Source: an optimization exercise on an open RTL-to-GDS flow (aim: small area, a short achievable clock period and few clock cycles per item). Production flows keep margins and buffers that such runs may drop. Where RTL was checked, it was by simulation tests only, not by an equivalence proof against the original.

## old
Design hsl_to_rgb_converter_unit, start of the top module:
module hsl_to_rgb_converter_unit
(
  input  logic             clk_i,
  input  logic             rst_ni,
  input  logic             in_valid_i,
  output logic             in_ready_o,
  input  logic [hsl2rgb_pkg::HueW-1:0]  hue_degrees_i,
  input  logic [hsl2rgb_pkg::PctW-1:0]  saturation_pct_i,
  input  logic [hsl2rgb_pkg::PctW-1:0]  lightness_pct_i,
  output logic             out_valid_o,
  input  logic             out_ready_i,
  output logic [hsl2rgb_pkg::ChanW-1:0] red_o,
  output logic [hsl2rgb_pkg::ChanW-1:0] green_o,
  output logic [hsl2rgb_pkg::ChanW-1:0] blue_o
);
Size in the first run: ~2000 cells after synthesis, ~110 flip-flops.
make LEC_CHECK=0 ABC_CLOCK_PERIOD_IN_PS=5500 CAP_MARGIN=20 CORE_MARGIN=2 CORE_UTILIZATION=40 SETUP_SLACK_MARGIN=3.5 SLEW_MARGIN=20 finish   # period 9.5 ns
run.sh (not shown) runs the stock make flow with config.mk's settings and CLKGATE_MAP_FILE= SYNTH_SCRIPT=/design/flow/synth_recipe.tcl, a recipe that flattens the netlist after the stock synthesis.
The flow did not stop early for old: all stages ran, and the layout cleared the timing, DRC and antenna checks.
What new does differently from old at the input level:
- SETUP_SLACK_MARGIN changed from 3.5 to 4.5
- ABC_CLOCK_PERIOD_IN_PS changed from 5500 to 4500
## What came out
Total number of nets in the final design: old and new compared, higher one is new
Global-route wire length before repair for new: about 3% up relative to old
| routed wirelength normalized by instance count | higher: new |
new against old; detailed-routed wire length on met2 is up by a few percent.
Total via count after detailed routing grows slightly when moving from old to new.
In the tables for old and new, pre-CTS setup slack reads higher with new.
The run showing the smaller minimum period implied by the final worst setup slack is new.
No run of this note included a check of the RTL's function; only the layout flow was run.

Another version of the RTL of hsl_to_rgb_converter_unit (not shown whole).
Size: roughly 1900 cells after synthesis, ~53 I/O pins, about 0.019 sq mm of cells after synthesis.
make LEC_CHECK=0 ABC_CLOCK_PERIOD_IN_PS=4500 CAP_MARGIN=20 CORE_MARGIN=2 CORE_UTILIZATION=40 SETUP_SLACK_MARGIN=4.3 SLEW_MARGIN=20 SYNTH_HIERARCHICAL=1 SYNTH_MINIMUM_KEEP_SIZE=2000 finish   # period 9.5 ns
The baseline completed without violations.
Testbench counts at the start, summed over its fixed seeds: cycles 12,032, items 12,000.
Then changed:
--- a/flow/config.mk
+++ b/flow/config.mk
@@ -11 +11 @@
-export CORE_UTILIZATION = 40
+export CORE_UTILIZATION = 75
@@ -14,2 +13,0 @@
-export SYNTH_HIERARCHICAL = 1
-export SYNTH_MINIMUM_KEEP_SIZE = 2000
Result:
- die area is lower by 47%
- core utilization is higher by 39 points
- maximum frequency fell by 3.8%
- critical path depth rises by 13
- clock skew stays flat
- wire length increases by 7.1%
- non-clock buffer count goes up by 10
- setup slack got worse by 200 ps
- worst hold slack stays flat
Then changed:
--- a/flow/config.mk
+++ b/flow/config.mk
@@ -11 +11,2 @@
-export CORE_UTILIZATION = 75
+export CORE_UTILIZATION = 40
+export PLACE_DENSITY = 0.75
What happened:
- final area grows by about 2.3%
- via count came out lower by about 3%
- critical path depth goes up by 1

== the previous run ==
Another version of the RTL of hsl_to_rgb_converter_unit (not shown whole).
Size: roughly 0.017 sq mm of cells after synthesis.
Settings: LEC_CHECK=0, ABC_CLOCK_PERIOD_IN_PS=4500, CAP_MARGIN=20, CORE_MARGIN=2, CORE_UTILIZATION=40, CTS_BUF_LIST=sky130_fd_sc_hd__clkbuf_4 sky130_fd_sc_hd__clkbuf_8, SETUP_SLACK_MARGIN=4.9, SLEW_MARGIN=20; clock period 9.5 ns.
standard.sh (not shown) runs the stock make flow with config.mk's settings and CLKGATE_MAP_FILE= SYNTH_SCRIPT=/design/flow/synth_recipe.tcl, a recipe that flattens the netlist after the stock synthesis.
==> flow/flow/run.sh <==
#!/bin/bash
# Layout flow: the standard flow, with one netlist step between synthesis and floorplan.
# flow/polfix.py removes inverters around the full and half adders of the synthesized
# netlist (full adders are self-dual, so some may work on complemented signals); the
# registers and every other cell stay as synthesis made them. Each tool's output goes to
# a log of its own: synth.log, polfix.log, layout.log.
set -euo pipefail
R=orfs/results/sky130hd/hsl_to_rgb_converter_unit/base
bash standard.sh synth > synth.log 2>&1
cp "$R/1_2_yosys.v" yosys_netlist.v
python3 flow/polfix.py yosys_netlist.v "$R/1_2_yosys.v" > polfix.log 2>&1
bash standard.sh > layout.log 2>&1
Other scripts of this flow, unchanged in this note and not shown: flow/flow/polfix.py
The previous run: full flow OK, the timing, DRC and antenna checks passed
Testbench counts of the previous run, summed over its fixed seeds: cycles 12,032, items 12,000.
Relative to the previous run, the following input files were edited for the current run:
Settings: SETUP_SLACK_MARGIN: 4.9 -> 4.75.
==> comparison <==
- The current run vs. the previous run: setup slack barely changed; design area fell by 270 sq um; via count essentially unchanged.

[static timing again, ports no longer ideal]
No port has a modelled driver above. Below, the same layouts with a new extraction and two added sets of constraints.
Step 1: set_driving_cell puts a clkbuf_16 on clk_i and a buf_2 on each other input, an assumption about the parent block.
Step 2, shift: input delay + t, output delay - t, t = (earliest + latest rising clock arrival at the registers) / 2. This alone moves slack from input paths to output paths.
Three values: no drivers, after step 1, after step 2; two values: the first two.
| run | t, ns | slack for setup (ns) | worst register clock-pin slew, ns |
|---|---|---|---|
| old | 0.482 | 2.819 / 2.819 / 2.819 | 0.06 / 0.06 |
| new | 0.487 | 2.829 / 2.829 / 2.829 | 0.06 / 0.06 |
| the first run of note 2 | 0.488 | 4.403 / 4.377 / 4.197 | 0.06 / 0.06 |
| the second run of note 2 | 0.478 | 4.201 / 4.201 / 4.201 | 0.07 / 0.07 |
| the third run of note 2 | 0.485 | 4.266 / 4.266 / 4.099 | 0.07 / 0.07 |
| the previous run | 0.516 | 4.870 / 4.870 / 4.804 | 0.09 / 0.09 |
| the current run | 0.518 | 4.870 / 4.870 / 4.780 | 0.09 / 0.09 |
After both steps every run listed still meets setup and hold. The setup slack of the first run of note 2, which loses most, moves by -0.026 ns with the drivers and by -0.206 ns with both steps.
